Source: an optimization exercise on an open RTL-to-GDS flow (aim: a short achievable clock period and few clock cycles). Production flows keep margins and buffers that such runs may drop. In this exercise RTL edits were held to simulation tests only and were not proved equivalent to the original. Power figures rest on the tool's default switching activity, not on a simulated workload.

==> flow/design.v (outline; a module is shown in full before it is edited, if it fits) <==
// module acc_ctrl: 80 lines
// module operand_fetch: 46 lines
// module pp_tree: 650 lines
// module operand_fifo: 53 lines
// module mac_engine: 48 lines
// module acc_tree: 262 lines
// module cpa_carry: 621 lines
// module krnl_acc: 80 lines
module krnl_acc (
  input  logic               ap_clk,
  input  logic               ap_rst_n,
  input  logic               ap_start,
  input  logic [31:0]        cfg,
  output logic               ap_idle,
  output logic               ap_done,
  input  logic               ifm_valid,
  output logic               ifm_ready,
  input  logic [63:0]        ifm_data,
  input  logic               wgt_valid,
  output logic               wgt_ready,
  input  logic [63:0]        wgt_data,
  output logic               ofm_valid,
  input  logic               ofm_ready,
  output logic [127:0]       ofm_data
);
  // ...
==> flow/run.sh <==
#!/bin/bash
# synth_recipe.tcl (not shown) runs the flow's synth.tcl, then flattens the netlist and writes it again
# the make line also repeats each setting of config.mk as NAME=value (left out here)
make -C /OpenROAD-flow-scripts/flow DESIGN_CONFIG=/design/flow/config.mk WORK_HOME=/design/flow/orfs CLKGATE_MAP_FILE= SYNTH_SCRIPT=/design/flow/synth_recipe.tcl finish
==> flow/config.mk <==
export PLATFORM = sky130hd
export DESIGN_NAME = krnl_acc
export DESIGN_NICKNAME = krnl_acc
export VERILOG_FILES = /design/flow/design.v
export SDC_FILE = /design/flow/constraint.sdc
export NUM_CORES = 4
export LEC_CHECK = 0
export ABC_CLOCK_PERIOD_IN_PS = 3500
export CAP_MARGIN = 20
export CORE_MARGIN = 2
export CORE_UTILIZATION = 40
export SETUP_SLACK_MARGIN = 5
export SLEW_MARGIN = 20
export SYNTH_HIERARCHICAL = 1
export TNS_END_PERCENT = 100
==> flow/constraint.sdc <==
create_clock -name core_clock -period 9.0 [get_ports {ap_clk}]
set_input_delay 1.8000 -clock core_clock [delete_from_list [all_inputs] [get_ports {ap_clk}]]
set_output_delay 1.8000 -clock core_clock [all_outputs]
set_load 0.01 [all_outputs]
==> notes.md, run 1 <==
dpl hpwl 134400 um; Worst R2R Setup Slack 5.10 ns; commonest cells after routing, fill and taps aside 818 x edfxtp_1, 809 x fa_1, 712 x inv_1; hold_buf cts 0; number of diodes 17; area of the multi-input gates 42420 um^2; Adder-Cell Fraction of Synth Area 23.63%; fraction of area in registers 38.14%; combinational logic power 20.0 mW; R2R cell count 10; TritonCTS buffer count 149; Tot Pwr 36.93 mW; mux share of post-synthesis cell area 0.05874%; sequential fraction of the synthesis area 40.13%; Syn-to-layout area delta 5.276%; Max Cap Violations 0; hold endpoint i_mac_engine.acc[97]; crit-path most repeated cell buf_6; outcome no timing/DRC/antenna violations; CP Capture Type output port; Post-DP Area 86090 um^2; FILL cells 20177; Post-Synthesis Cells 7671; Final min period 4.055 ns; Top Ports 299; synthesized area 87340 um^2; main flop type after synthesis edfxtp_1; Clock-cell share 5.488%; clk slew on worst S/H paths 0.06 ns; P_int 21.49 mW; worst slack, placed 3.598 ns; initial core utilization 40.22%
Testbench counts, summed over its fixed seeds: cycles 10,837.
==> module acc_ctrl, before the edit <==
module acc_ctrl (
  input  logic        ap_clk,
  input  logic        ap_rst_n,
  input  logic        ap_start,
  input  logic [31:0] cfg,
  input  logic        ifm_valid,
  input  logic        wgt_valid,
  input  logic        out_fire,    
  output logic        take,        
  output logic        take_last,   
  output logic        ap_idle,
  output logic        ap_done
);
  logic        busy;
  logic        done_q;
  logic        en_q;       
  logic        more_q;     
  logic [15:0] ci_q;
  logic        ci1_q;
  logic [15:0] pc_q;       
  logic        lw_q;       
  logic [15:0] wc_q;       
  logic        lj_q;       
  logic [1:0]  w_q;        
  logic        start_acc;
  logic        word_end;
  logic        job_end;
  logic        more_nx;
  logic        lw_nx;
  logic [1:0]  w_nx;
  assign start_acc = ap_start && !busy;
  assign take      = ifm_valid && wgt_valid && en_q;
  assign take_last = lw_q;
  assign word_end  = take && lw_q;
  assign job_end   = out_fire && (w_q == 2'd1) && !more_q;
  assign w_nx    = w_q + {1'b0, word_end} - {1'b0, out_fire};
  assign more_nx = start_acc || (more_q && !(word_end && lj_q));
  always_comb begin
    if (start_acc)      lw_nx = (cfg[31:16] == 16'd1);
    else if (!take)     lw_nx = lw_q;
    else if (lw_q)      lw_nx = ci1_q;
    else                lw_nx = (pc_q == 16'd2);
  end
  always_ff @(posedge ap_clk) begin
    if (!ap_rst_n) begin
      busy   <= 1'b0;
      done_q <= 1'b0;
      en_q   <= 1'b0;
      more_q <= 1'b0;
      w_q    <= 2'd0;
    end else begin
      done_q <= job_end;
      w_q    <= w_nx;
      more_q <= more_nx;
      en_q   <= more_nx && (!lw_nx || (w_nx != 2'd3));
      if (start_acc)    busy <= 1'b1;
      else if (job_end) busy <= 1'b0;
    end
  end
  always_ff @(posedge ap_clk) begin
    lw_q <= lw_nx;
    if (start_acc) begin
      ci_q  <= cfg[31:16];
      ci1_q <= (cfg[31:16] == 16'd1);
      pc_q  <= cfg[31:16];
      wc_q  <= cfg[15:0];
      lj_q  <= (cfg[15:0] == 16'd1);
    end else if (take) begin
      if (lw_q) begin
        pc_q <= ci_q;
        wc_q <= wc_q - 16'd1;
        lj_q <= (wc_q == 16'd2);
      end else begin
        pc_q <= pc_q - 16'd1;
      end
    end
  end
  assign ap_idle = !busy;
  assign ap_done = done_q;
endmodule
==> module krnl_acc, before the edit <==
module krnl_acc (
  input  logic               ap_clk,
  input  logic               ap_rst_n,
  input  logic               ap_start,
  input  logic [31:0]        cfg,
  output logic               ap_idle,
  output logic               ap_done,
  input  logic               ifm_valid,
  output logic               ifm_ready,
  input  logic [63:0]        ifm_data,
  input  logic               wgt_valid,
  output logic               wgt_ready,
  input  logic [63:0]        wgt_data,
  output logic               ofm_valid,
  input  logic               ofm_ready,
  output logic [127:0]       ofm_data
);
  logic         take;
  logic         take_last;
  logic         out_fire;
  logic [127:0] r0;
  logic [127:0] r1;
  logic [127:0] r2;
  logic         v1;
  logic         last1;
  logic         word_v;
  logic [127:0] word_p;
  logic [127:0] word_cy;
  acc_ctrl i_acc_ctrl (
    .ap_clk    (ap_clk),
    .ap_rst_n  (ap_rst_n),
    .ap_start  (ap_start),
    .cfg       (cfg),
    .ifm_valid (ifm_valid),
    .wgt_valid (wgt_valid),
    .out_fire  (out_fire),
    .take      (take),
    .take_last (take_last),
    .ap_idle   (ap_idle),
    .ap_done   (ap_done)
  );
  assign ifm_ready = take;
  assign wgt_ready = take;
  operand_fetch i_operand_fetch (
    .ap_clk    (ap_clk),
    .ap_rst_n  (ap_rst_n),
    .take      (take),
    .take_last (take_last),
    .ifm_data  (ifm_data),
    .wgt_data  (wgt_data),
    .r0        (r0),
    .r1        (r1),
    .r2        (r2),
    .v1        (v1),
    .last1     (last1)
  );
  mac_engine i_mac_engine (
    .ap_clk   (ap_clk),
    .ap_rst_n (ap_rst_n),
    .r0       (r0),
    .r1       (r1),
    .r2       (r2),
    .v1       (v1),
    .last1    (last1),
    .word_v   (word_v),
    .word_p   (word_p),
    .word_cy  (word_cy)
  );
  operand_fifo i_operand_fifo (
    .ap_clk    (ap_clk),
    .ap_rst_n  (ap_rst_n),
    .word_v    (word_v),
    .word_p    (word_p),
    .word_cy   (word_cy),
    .ofm_valid (ofm_valid),
    .ofm_ready (ofm_ready),
    .ofm_data  (ofm_data),
    .out_fire  (out_fire)
  );
endmodule
==> run 2: changes to the inputs <==
--- a/flow/design.v
+++ b/flow/design.v
@@ -17,6 +17,8 @@
   input  logic        wgt_valid,
   input  logic        out_fire,    
   output logic        take,        
+  output logic        ifm_ready,   
+  output logic        wgt_ready,
   output logic        take_last,   
   output logic        ap_idle,
   output logic        ap_done
@@ -24,6 +26,8 @@
   logic        busy;
   logic        done_q;
   logic        en_q;       
+  logic        en_i_q;     
+  logic        en_w_q;
   logic        more_q;     
   logic [15:0] ci_q;
   logic        ci1_q;
@@ -40,6 +44,8 @@
   logic [1:0]  w_nx;
   assign start_acc = ap_start && !busy;
   assign take      = ifm_valid && wgt_valid && en_q;
+  assign ifm_ready = ifm_valid && wgt_valid && en_i_q;
+  assign wgt_ready = ifm_valid && wgt_valid && en_w_q;
   assign take_last = lw_q;
   assign word_end  = take && lw_q;
   assign job_end   = out_fire && (w_q == 2'd1) && !more_q;
@@ -56,6 +62,8 @@
       busy   <= 1'b0;
       done_q <= 1'b0;
       en_q   <= 1'b0;
+      en_i_q <= 1'b0;
+      en_w_q <= 1'b0;
       more_q <= 1'b0;
       w_q    <= 2'd0;
     end else begin
@@ -63,6 +71,8 @@
       w_q    <= w_nx;
       more_q <= more_nx;
       en_q   <= more_nx && (!lw_nx || (w_nx != 2'd3));
+      en_i_q <= more_nx && !(lw_nx && (w_nx == 2'd3));
+      en_w_q <= !(!more_nx || (lw_nx && w_nx[0] && w_nx[1]));
       if (start_acc)    busy <= 1'b1;
       else if (job_end) busy <= 1'b0;
     end
@@ -1817,12 +1827,12 @@
     .wgt_valid (wgt_valid),
     .out_fire  (out_fire),
     .take      (take),
+    .ifm_ready (ifm_ready),
+    .wgt_ready (wgt_ready),
     .take_last (take_last),
     .ap_idle   (ap_idle),
     .ap_done   (ap_done)
   );
-  assign ifm_ready = take;
-  assign wgt_ready = take;
   operand_fetch i_operand_fetch (
     .ap_clk    (ap_clk),
     .ap_rst_n  (ap_rst_n),
==> notes.md, run 2 <==
outcome no timing/DRC/antenna violations; final design utilization 42.52%; maximum clock rate 249.9 MHz; FILL cells 20159 (-0.089%); Final period util 44.46%; #FFs+latches synth 1343; worst slack, placed 3.514 ns (-0.08394 ns); PwrDens 404.8 nW/um^2; Crit path buffers/inverters 3; Async SR Flop Fraction 0%; type of the worst min-delay path register to register; most common cell in the synthesized netlist fa_1; Syn Area/Cell 11.38 um^2; Synth area leaders edfxtp_1 28%, fa_1 21%, dfxtp_1 12%; clk slew on worst S/H paths 0.06 ns (about the same); crit path DAT 4.74 ns; die width 471.5 um; final hold violation count 0; Post-Synthesis Cells 7682 (+0.14%); crit-path most repeated cell fa_1; clock skew 0.03728 ns; vias in the first global route 52552; commonest non-fill, non-tap cell in the layout edfxtp_1; sequential fraction of the synthesis area 40.13% (about the same); dpl hpwl 138800 um (+3.3%); Yosys top cell by area edfxtp_1; endpoints failing setup 0; Slew @ Worst Pin 1.045 ns; commonest cells after routing, fill and taps aside 818 x edfxtp_1, 798 x fa_1, 711 x inv_1; htree depth 4; overall global routing resource usage 17.69%; I/O Buffers 298; Peak VDD IR 0.3279 mV; setup ws final 4.998 ns; synthesized area 87410 um^2 (about the same); CTS Sinks 1343; global-route wire length before repair 306300 um; worst rel slew slack 30.34%; global route overflow 0; Max stage delay on crit path 0.66 ns; share of the synthesized area in the top cell type 28.10%; initial core utilization 40.25% (about the same); DR vias/cell 4.840; Top Ports 299 (unchanged); Max Cap Violations 0 (unchanged); CTS root buffer clkbuf_16; first-pass detailed-route iteration total 6; worst-path cell chain dlygate4sd2_1 > and2_1 > fa_1 > inv_1 > fa_1 > fa_1 > inv_1 > fa_2; synth cell count leaders 912 x fa_1, 895 x buf_4, 818 x edfxtp_1; Post-DP Area 86240 um^2 (+0.18%); hold_buf cts 0 (unchanged); average wire per standard cell 19.42 um; Slew Viols, Final 0; die area 222300 um^2; Final nets 8374; drt initial violations 3156; largest net degree at the start of global routing 157; num rows 171; unrepaired setup endpoints after global routing yes; Max clock buf depth 3; Skew-Pair Late Insertion Delay 0.78 ns; CTS tree yes; Syn-to-layout area delta 5.647%; slowest CP cell dlygate4sd2_1; Synth cell types 67; initial antenna violation count 11; leakage power 38.23 nW; warnings from Yosys 10; Worst Path Max Fanout 16; DRC 0; TritonCTS buffer count 153 (+2.7%); CP Capture Type register; Routed WL 196000 um; main flop type after synthesis edfxtp_1; Top delay family on crit path adder cells; Vias 48864; core footprint 217200 um^2; number of synthesized flops with an enable pin 818; Finished Cell Area 92340 um^2; crit start category input port; routability cong. 0.8682; die height 471.5 um; Final min period 4.002 ns (-0.05293 ns); Post-DRT Antenna Nets 0; worst endpoint required time 9.73 ns; crit path kind input port to register; share of cells above drive strength 1 11.25%
[run 2: changes by cell type after synthesis, sizes merged, moves of 2 or more]
cell and change:
a21oi +3, a221o -2, and3 -2, clkbuf -2, inv +3, nand2 +2
nand3 +2, nand3b +2, nand4 -2, nor4b +2, or3 +3, xnor2 -4
[run 2: power breakdown]
group	switching, mW	total, mW	internal [mW]
clock	2.63	6.25	3.63
combinational	12.4	20.5	8.04
sequential	0.811	10.7	9.86
total	15.9	37.4	21.5
[run 2: final timing paths]
| path | startpoint | endpoint | slack, ns | cells after the start |
|---|---|---|---|---|
| worst min-delay path | i_mac_engine.acc[97] | i_mac_engine.acc[97] | 0.48 | 2 |
| worst max-delay path | ifm_data[4] | i_operand_fetch.r2[114] | 5.00 | 8 |
| worst max register to register | i_operand_fetch.r0[99] | i_operand_fifo.q0_c[105] | 5.04 | 10 |
| worst min register to register | i_mac_engine.acc[97] | i_mac_engine.acc[97] | 0.48 | 2 |
[run 2: logic make-up (layout without fill, tap and decap cells)]
logic type,Yosys count,after routing,share of synthesized area (%)
flip-flops,1343,1343,40.13
XOR/XNOR,552,552,5.594
adder cells (fa/ha/maj),1102,1102,23.61
AO/OA/AOI/OAI,802,802,5.239
multiplexers,4,4,0.04724
AND/OR/NAND/NOR,1989,1990,12.24
other,8,43,0.03436
buffers and inverters,1882,1406,13.11
[run 2: worst reg2reg max path, cell delays in order (launching register included)]
cell and delay, ns:
dfxtp_1 0.31, fa_1 0.57, fa_1 0.44, ha_1 0.42, a2111oi_2 0.37, o21ai_1 0.16
a21oi_2 0.33, o21bai_2 0.21, a21oi_1 0.38, o21ai_0 0.29, nor2b_1 0.20
[run 2: final cells by class]
cell class	instances	area, um^2	area share, %
Sequential cell	1343	35080	37.99
Multi-Input combinational cell	4486	42420	45.94
Inverter	763	2868	3.106
Clock inverter	68	757.0	0.8198
Timing Repair Buffer	359	3242	3.511
Clock buffer	216	4380	4.744
Tap cell	2854	3571	3.867
Antenna cell	7	17.52	0.01897
[run 2: routing by layer]
| metal | global-route usage (%) | share of wire (%) | up-vias |
|---|---|---|---|
| li1 | - | - | 22485 |
| met1 | 23.50 | 44 | 24873 |
| met2 | 29.29 | 48 | 1200 |
| met3 | 2.954 | 4.9 | 306 |
| met4 | 5.970 | 3.4 | 0 |
| met5 | 0.06489 | 0 | - |
[run 2: what timing repair did]
item / in CTS / in global routing
resized for setup: 531 / 218
endpoints found under the setup margin: 300 / 224
gates cloned: 1 / 2
pin swaps: 36 / 16
setup buffers: 9 / 11
[run 2: Yosys stat by module (local to each module, per instance), a selection]
module	flops+latches	times used
operand_fetch	386	1
mac_engine	128	1
cpa_carry	0	4
pp_tree	0	4
acc_tree	0	4
acc_ctrl	58	1
operand_fifo	771	1
[run 2: through the flow]
stage	instances	hold slack [ns]	setup TNS (ns)	total power [mW]
floorplan	7710	0.4489	-252.19	29.04
global placement	9782	0.4637	0	30.22
detailed placement	9782	0.4656	0	30.61
CTS	10076	0.4763	0	37.32
finish	10096	0.4781	0	37.38
global route	10091	0.4946	0	40.39
Testbench counts of run 2, summed over its fixed seeds: cycles 10,837.
==> run 3: changes to the inputs <==
--- a/flow/design.v
+++ b/flow/design.v
@@ -17,8 +17,6 @@
   input  logic        wgt_valid,
   input  logic        out_fire,    
   output logic        take,        
-  output logic        ifm_ready,   
-  output logic        wgt_ready,
   output logic        take_last,   
   output logic        ap_idle,
   output logic        ap_done
@@ -26,8 +24,6 @@
   logic        busy;
   logic        done_q;
   logic        en_q;       
-  logic        en_i_q;     
-  logic        en_w_q;
   logic        more_q;     
   logic [15:0] ci_q;
   logic        ci1_q;
@@ -44,8 +40,6 @@
   logic [1:0]  w_nx;
   assign start_acc = ap_start && !busy;
   assign take      = ifm_valid && wgt_valid && en_q;
-  assign ifm_ready = ifm_valid && wgt_valid && en_i_q;
-  assign wgt_ready = ifm_valid && wgt_valid && en_w_q;
   assign take_last = lw_q;
   assign word_end  = take && lw_q;
   assign job_end   = out_fire && (w_q == 2'd1) && !more_q;
@@ -62,8 +56,6 @@
       busy   <= 1'b0;
       done_q <= 1'b0;
       en_q   <= 1'b0;
-      en_i_q <= 1'b0;
-      en_w_q <= 1'b0;
       more_q <= 1'b0;
       w_q    <= 2'd0;
     end else begin
@@ -71,8 +63,6 @@
       w_q    <= w_nx;
       more_q <= more_nx;
       en_q   <= more_nx && (!lw_nx || (w_nx != 2'd3));
-      en_i_q <= more_nx && !(lw_nx && (w_nx == 2'd3));
-      en_w_q <= !(!more_nx || (lw_nx && w_nx[0] && w_nx[1]));
       if (start_acc)    busy <= 1'b1;
       else if (job_end) busy <= 1'b0;
     end
@@ -1827,12 +1817,12 @@
     .wgt_valid (wgt_valid),
     .out_fire  (out_fire),
     .take      (take),
-    .ifm_ready (ifm_ready),
-    .wgt_ready (wgt_ready),
     .take_last (take_last),
     .ap_idle   (ap_idle),
     .ap_done   (ap_done)
   );
+  assign ifm_ready = take;
+  assign wgt_ready = take;
   operand_fetch i_operand_fetch (
     .ap_clk    (ap_clk),
     .ap_rst_n  (ap_rst_n),
==> flow/flow/run.sh (new file) <==
#!/bin/bash
# The standard layout (standard.sh), with the port buffers and pins chosen:
#  - every port gets a sky130_fd_sc_hd__buf_8 buffer (buffer_ports -buffer_cell)
#    instead of the placer's default pick;
#  - the operand handshake pins (both valids, both readys) are placed as a group,
#    since the readys depend on the valids combinationally.
# Synthesis is standard.sh's own, unchanged. Each step's full output goes to a
# log here; ORFS's own per-step logs stay under orfs/logs/.
set -euo pipefail
bash standard.sh synth > synth.log 2>&1
bash standard.sh \
  "BUFFER_PORTS_ARGS=-buffer_cell sky130_fd_sc_hd__buf_8" \
  "PLACE_PINS_ARGS=-group_pins {ifm_valid wgt_valid ifm_ready wgt_ready}" \
  finish > layout.log 2>&1
==> flow/standard.sh (new file) <==
#!/bin/bash
# synth_recipe.tcl (not shown) runs the flow's synth.tcl, then flattens the netlist and writes it again
# the make line also repeats each setting of config.mk as NAME=value (left out here)
make -C /OpenROAD-flow-scripts/flow DESIGN_CONFIG=/design/flow/config.mk WORK_HOME=/design/flow/orfs CLKGATE_MAP_FILE= SYNTH_SCRIPT=/design/flow/synth_recipe.tcl "${@:-finish}"
removed: flow/run.sh
==> notes.md, run 3 <==
htree depth 4 (unchanged); worst endpoint required time 7.20 ns (-2.53 ns); routability cong. 0.8644 (-0.44%); maximum clock rate 250.2 MHz (+0.12%); Reg area 35060 um^2 (about the same); warnings from Yosys 10 (unchanged); crit-path most repeated cell buf_8; synth cell count leaders 912 x fa_1, 895 x buf_4, 818 x edfxtp_1; Worst R2R Setup Slack 5.07 ns (+0.03 ns); Syn-to-layout area delta 6.554%; Syn Area/Cell 11.39 um^2 (about the same); num rows 171 (unchanged); PwrDens 401.7 nW/um^2 (-0.76%); Synth area leaders edfxtp_1 28%, fa_1 21%, dfxtp_1 12%; global route overflow 0 (unchanged); first-pass detailed-route iteration total 5 (-1); hold_buf cts 0 (unchanged); Final min period 3.997 ns (-0.004680 ns); Crit path buffers/inverters 2 (-1); worst rel slew slack 30.11% (-0.22 points); Final nets 8334 (-0.48%); initial core utilization 40.22% (about the same); leakage power 38.81 nW (+1.5%); CTS root buffer clkbuf_16; #FFs+latches synth 1342 (-0.074%); Post-Synthesis Cells 7671 (-0.14%); Routed WL 191600 um (-2.2%); commonest cells after routing, fill and taps aside 818 x edfxtp_1, 811 x fa_1, 713 x inv_1; Worst Path Max Fanout 3 (-13); final design utilization 42.85% (+0.33 points); CP Capture Type output port; share of the synthesized area in the top cell type 28.12% (about the same); die area 222100 um^2 (about the same); area of the multi-input gates 41750 um^2 (-1.6%); slowest CP cell and3_4; main flop type after synthesis edfxtp_1; Top Ports 299 (unchanged); crit path kind input port to output port; non-filler cells, final 10053 (-0.43%); hold path cells 2 (unchanged); global-route wire length before repair 303400 um (-0.94%); Final period util 44.41% (-0.052 points); type of the worst min-delay path register to register; RR Startpoint i_operand_fetch.r0[107]; I/O Buffers 298 (unchanged); Hold Startpoint i_mac_engine.acc[65]; DRC 0 (unchanged); number of synthesized flops with an enable pin 818 (unchanged); die height 471.3 um (about the same); Synth cell types 65 (-3.0%); overall global routing resource usage 17.47% (-0.22 points); Yosys top cell by area edfxtp_1; Max stage delay on crit path 0.19 ns (-0.47 ns); outcome no timing/DRC/antenna violations; hold endpoint i_mac_engine.acc[65]; crit path DAT 2.20 ns (-2.54 ns); worst slack, placed 4.192 ns (+0.6772 ns); largest net degree at the start of global routing 185 (+18%); setup ws final 5.003 ns (+0.004680 ns); DR vias/cell 4.817 (-0.47%); crit start category input port; R2R cell count 11 (+1); core footprint 217200 um^2 (unchanged); Slew Viols, Final 0 (unchanged); TritonCTS buffer count 155 (+1.3%); Skew-Pair Late Insertion Delay 0.80 ns (+0.02 ns); clock skew 0.03090 ns (-0.006379 ns); commonest non-fill, non-tap cell in the layout edfxtp_1; average wire per standard cell 19.06 um (-1.8%); most common cell in the synthesized netlist fa_1; Peak VDD IR 0.3181 mV (-3.0%); Post-DRT Antenna Nets 0 (unchanged); worst-path cell chain buf_8 > and3_4 > buf_8; Max Cap Violations 0 (unchanged); endpoints failing setup 0 (unchanged); initial antenna violation count 2 (-9); FILL cells 20003 (-0.77%); sequential fraction of the synthesis area 40.13% (about the same); Vias 48427 (-0.89%); Async SR Flop Fraction 0% (unchanged); clk slew on worst S/H paths 0.06 ns (about the same); dpl hpwl 136700 um (-1.6%); CTS Sinks 1342 (-0.074%); Slew @ Worst Pin 1.048 ns (+0.003359 ns); unrepaired setup endpoints after global routing yes; Max clock buf depth 3 (unchanged); share of cells above drive strength 1 12.35% (+1.1 points); final hold violation count 0 (unchanged); dpl cells 9756 (-0.27%); CTS tree yes; synthesized area 87340 um^2 (about the same); Reg2Reg Capture Point i_mac_engine.acc[126]; vias in the first global route 52264 (-0.55%); Top delay family on crit path buffers and inverters; drt initial violations 2956 (-6.3%); die width 471.3 um (about the same)
[run 3: cell count changes after synthesis, sizes merged, moves of 3 or more]
| cell | before | now |
|---|---|---|
| a21oi | 382 | 379 |
| or3 | 3 | 0 |
| inv | 763 | 760 |
| xnor2 | 401 | 405 |
[run 3: worst max path at each step]
stage / start / to / slack (ns) / depth (start not counted)
floorplan: ofm_ready / i_operand_fifo.q0_c[0] / -0.99 / 1
CTS: i_operand_fetch.r0[34] / i_operand_fifo.o_c[35] / 4.99 / 14
detailed placement: i_operand_fetch.r0[98] / i_mac_engine.acc[121] / 4.19 / 13
global placement: i_operand_fetch.r0[98] / i_mac_engine.acc[121] / 4.21 / 13
global route: i_operand_fetch.r0[100] / i_operand_fifo.q0_c[99] / 4.99 / 10
finish: ifm_valid / wgt_ready / 5.00 / 3
[run 3: worst min-delay path, cell delays in order (launching register included)]
cell	delay, ns
dfxtp_1	0.31
nand3b_1	0.07
o21ai_1	0.06
[run 3: per-layer routing]
metal	global-route usage [%]	routed length, um	share of wire [%]	up-vias
met4	5.601	5550	2.9	0
met5	0	0	0	-
li1	-	-	-	22433
met1	23.83	86590	45	24533
met3	3.017	9489	5.0	302
met2	28.29	89980	47	1159
[run 3: what timing repair did]
action / 4_1_cts / 5_1_grt
endpoints found under the setup margin: 121 / 180
pin swaps: 7 / 12
resized for setup: 36 / 65
buffers inserted: 5 / 2
[run 3: cell families after synthesis]
family | count (synthesis) | synth area share (%)
multiplexers | 5 | 0.05874
XOR/XNOR | 555 | 5.629
buffers and inverters | 1880 | 13.10
AND/OR/NAND/NOR | 1982 | 12.20
flip-flops | 1342 | 40.13
other | 8 | 0.03438
AO/OA/AOI/OAI | 797 | 5.220
adder cells (fa/ha/maj) | 1102 | 23.63
[run 3: area by class of cell]
class / instances / area share (%)
Multi-Input combinational cell: 4477 / 44.87
Sequential cell: 1342 / 37.68
Timing Repair Buffer: 330 / 5.137
Clock buffer: 220 / 4.720
Tap cell: 2854 / 3.837
Inverter: 760 / 3.065
Clock inverter: 69 / 0.6937
Antenna cell: 1 / 0.002689
[run 3: power breakdown]
group | switching [mW] | internal, mW
sequential | 0.696 | 9.84
clock | 2.60 | 3.61
combinational | 12.2 | 8.44
total | 15.5 | 21.9
[run 3: stage by stage]
stage               TNS [ns]  total power, mW  cell area, um^2  hold WS [ns]
detailed placement         0            30.80            87570        0.4676
CTS                        0            37.41            92780        0.4789
global placement           0            30.37            87570        0.4643
floorplan            -252.19            29.04            87960        0.4489
finish                     0            37.38            93060        0.4783
global route               0            40.55            93060        0.4943
[run 3: Yosys stat by module (local to each module, per instance)]
module,area (um^2),times used,cells
pp_tree,6524,4,722
operand_fetch,7740,1,388
acc_tree,1772,4,138
mac_engine,5572,1,556
operand_fifo,30950,1,2023
krnl_acc,7.507,1,1
cpa_carry,1737,4,248
acc_ctrl,2942,1,271
Testbench counts of run 3, summed over its fixed seeds: cycles 10,837.

==> re-timing with driven ports <==
The results above use ideal ports. As a check the final layouts listed here were re-extracted and re-timed, cells and wires unchanged. Step 1 sets driving cells, clkbuf_16 on the clock port and buf_2 on the other inputs (assumed; they add their load-dependent delay and slew). Step 2 times the ports against the registers' clock, not the clock port: input delays grow and output delays shrink by t, the midpoint of the rising clock arrivals with the driver on. Three values: ideal ports, drivers, drivers and shift; two values: the first two.
| run | shift t [ns] | setup slack, ns | clock arrival spread, ns | worst register clock-pin slew, ns | worst slew at a driven data input, ns |
|---|---|---|---|---|---|
| run 1 | 0.880 | 4.945 / 4.908 / 4.123 | 0.043 / 0.044 | 0.07 / 0.07 | 0.16 |
| run 2 | 0.854 | 4.998 / 4.992 / 4.199 | 0.055 / 0.054 | 0.07 / 0.07 | 0.16 |
| run 3 | 0.870 | 5.003 / 4.964 / 4.406 | 0.034 / 0.034 | 0.06 / 0.06 | 0.19 |
After both steps setup and hold are still met in every run listed. The setup slack of run 1, which loses most, moves by -0.037 ns with the drivers and by -0.822 ns with both steps.
